This is an optimization exercise on Yosys and OpenROAD, whose aim is a short achievable clock period and few clock cycles, not a production implementation.
Where RTL was checked, it was by simulation tests only, not by an equivalence proof against the original.
No activity file was given, so power comes from the tool's default toggle rates.

Design kmeans_iter_ctrl, start of the top module:
module kmeans_iter_ctrl #(
  parameter int unsigned AW       = 10,
  parameter int unsigned MAX_ITER = 16,
  parameter logic [15:0] TOL      = 16'h0010
) (
  input  logic          clk,
  input  logic          rst,
  input  logic          start,
  input  logic [AW-1:0] num_points,
  input  logic [47:0]   init_cx,
  input  logic [47:0]   init_cy,
  output logic          pt_rd_en,
  output logic [AW-1:0] pt_rd_addr,
  input  logic [31:0]   pt_rd_data,
  output logic          dp_valid,
  output logic [15:0]   dp_x,
  output logic [15:0]   dp_y,
  input  logic          dp_result_valid,
  input  logic [1:0]    dp_cluster,
  output logic [47:0]   cent_x,
  output logic [47:0]   cent_y,
  output logic          busy,
  output logic          done,
  output logic          converged,
  output logic [4:0]    iter_count
);
For scale: roughly 920 flip-flops, ~38,000 um^2 of cells after synthesis.
==> flow/config.mk <==
export PLATFORM = sky130hd
export DESIGN_NAME = kmeans_iter_ctrl
export DESIGN_NICKNAME = kmeans_iter_ctrl
export VERILOG_FILES = /design/flow/design.v
export SDC_FILE = /design/flow/constraint.sdc
export NUM_CORES = 4
export LEC_CHECK = 0
export CAP_MARGIN = 20
export CORE_MARGIN = 2
export CORE_UTILIZATION = 40
export SETUP_SLACK_MARGIN = 4.0
export SLEW_MARGIN = 20
==> flow/constraint.sdc <==
create_clock -name core_clock -period 6.0 [get_ports {clk}]
set_input_delay 1.2000 -clock core_clock [delete_from_list [all_inputs] [get_ports {clk}]]
set_output_delay 1.2000 -clock core_clock [all_outputs]
set_load 0.01 [all_outputs]
run.sh (not shown) runs the stock make flow with config.mk's settings and CLKGATE_MAP_FILE= SYNTH_SCRIPT=/design/flow/synth_recipe.tcl, a recipe that flattens the netlist after the stock synthesis.
Change:
- CORE_UTILIZATION: 40 -> 65
=> Via count rose by 7.8%. Register-to-register slack gains 0.02 ns. Worst setup slack gains 0.020 ns. Cell count fell by 8.4%. Wire length rose by about 9%.
Change:
- CORE_UTILIZATION: 65 -> 40
- SETUP_SLACK_MARGIN: 4.0 -> 3.6
What happened: The new run completed with no timing, DRC or antenna violations. Maximum frequency barely changes. Total power went down by 9.6%. Utilization fell by 36 points. Routed wire length fell by 14%.
No functional check of the RTL was part of any run of this note.


Another version of the RTL of kmeans_iter_ctrl (not shown whole).
For scale: ~3300 cells after synthesis, ~1000 flip-flops, roughly 290 I/O pins, ~37000 um^2 of cells after synthesis.
clock: 6.0 ns
lec_check: 0
cap_margin: 20
core_margin: 2
core_utilization: 40
setup_slack_margin: 3.6
slew_margin: 20
Testbench counts at the start, summed over its fixed seeds: cycles 152,530.
Rerun with:
- CORE_UTILIZATION: 40 -> 55
- CTS_BUF_LIST: not set -> sky130_fd_sc_hd__clkbuf_16
- CTS_CLUSTER_DIAMETER: not set -> 80
- CTS_CLUSTER_SIZE: not set -> 30
- PLACE_DENSITY: not set -> 0.7
The new run ran to the end with no violations. Non-clock buffer count came out higher by 4. Routed wire length decreases slightly. Global-route usage grows by 6.0 points. Sequential share of layout area climbs by 2.9 points. Sequential power stays flat. Cell area falls by a few percent. Critical path depth stays the same.
Rerun with:
- CORE_UTILIZATION: 55 -> 65
- CTS_CLUSTER_DIAMETER: 80 -> 70
- CTS_CLUSTER_SIZE: 30 -> 28
- PLACE_DENSITY: 0.7 -> not set
The changed run produced a clean layout.
Die area went down by 15%.
Global-route usage increases by 3.2 points.
Via count came out higher by 0.61%.
Clock-buffer cell count stays the same.
Register-to-register slack barely changes.
Cell count shrinks by 2.4%.
Worst setup slack loses 0.010 ns.
Rerun with:
- CORE_UTILIZATION: 65 -> 60
- CTS_CLUSTER_DIAMETER: 70 -> 80
- CTS_CLUSTER_SIZE: 28 -> 30
Outcome: Clock-buffer cell count does not change. Utilization shrinks by 6.0 points. First-iteration DRC count shrinks by 15%.


kmeans_iter_ctrl, a different RTL version from the one above (not shown whole).
Size in the first run: ~290 I/O pins, about 36000 µm² of cells after synthesis.
Settings: LEC_CHECK=0, CAP_MARGIN=20, CORE_MARGIN=2, CORE_UTILIZATION=65, CTS_CLUSTER_DIAMETER=60, CTS_CLUSTER_SIZE=25, SETUP_SLACK_MARGIN=3.6, SLEW_MARGIN=20; clock period 6.0 ns.
Testbench counts at the start, summed over its fixed seeds: cycles 152,765.
Then changed:
- CORE_UTILIZATION: 65 -> 80
- CTS_CLUSTER_DIAMETER: 60 -> unset
- CTS_CLUSTER_SIZE: 25 -> unset
- PLACE_DENSITY: unset -> 0.85
After rerunning: Now the flow stopped in global routing on GRT-0232; area after synthesis stays the same; synthesized cell count stays the same.
Then changed:
- CORE_UTILIZATION: 80 -> 40
- PLACE_DENSITY: 0.85 -> unset
=> The changed run ran to the end with no violations; synthesized area is unchanged; synthesized cell count does not change.
Then changed:
- CORE_UTILIZATION: 40 -> 60
- CTS_BUF_LIST: unset -> sky130_fd_sc_hd__clkbuf_16
- CTS_CLUSTER_DIAMETER: unset -> 80
- CTS_CLUSTER_SIZE: unset -> 30
Outcome:
- power goes down by roughly a tenth
- final cell count fell by roughly a tenth
- via count came out higher slightly
- global-route usage increases by 8.2 points
- non-clock buffer count increases by 2

-- afterwards: timing with drivers on the ports --
In the flow no input, the clock included, has a driving cell. The finished layouts below were timed again as built, in two steps. Step 1: set_driving_cell puts a clkbuf_16 on clk and a buf_2 on each other input, an assumption about the parent block. Step 2 also shifts input and output timing later by t, the mid clock arrival at the registers, as if the neighbouring blocks saw the same clock. a / b / c = no drivers / after step 1 / after step 2; a / b = the first two.
run	t (ns)	setup slack, ns	worst setup path after step 2	clock arrival spread, ns	worst data-port slew with drivers (ns)
the first run of note 1	0.725	3.547 / 3.484 / 3.336	input to register	0.025 / 0.024	0.10
the second run of note 1	0.702	3.567 / 3.498 / 3.347	input to register	0.020 / 0.020	0.08
the third run of note 1	0.724	3.573 / 3.510 / 3.007	input to register	0.032 / 0.032	0.08
the first run of note 2	0.732	3.500 / 3.431 / 3.314	input to register	0.038 / 0.037	0.09
the second run of note 2	0.670	3.556 / 3.492 / 3.335	input to register	0.027 / 0.028	0.11
the third run of note 2	0.669	3.545 / 3.482 / 3.247	input, reset recovery	0.031 / 0.030	0.06
the fourth run of note 2	0.681	3.577 / 3.509 / 3.198	input to register	0.032 / 0.032	0.09
the first run of note 3	0.679	3.554 / 3.493 / 2.990	input to register	0.036 / 0.036	0.11
the third run of note 3	0.704	3.535 / 3.466 / 3.071	input to register	0.026 / 0.026	0.09
the fourth run of note 3	0.650	3.596 / 3.533 / 2.981	input to register	0.025 / 0.026	0.11
After both steps every run listed still meets setup and hold. The setup slack of the fourth run of note 3, which loses most, moves by -0.063 ns with the drivers and by -0.615 ns with both steps. The worst setup slack also covers recovery checks on asynchronous resets.
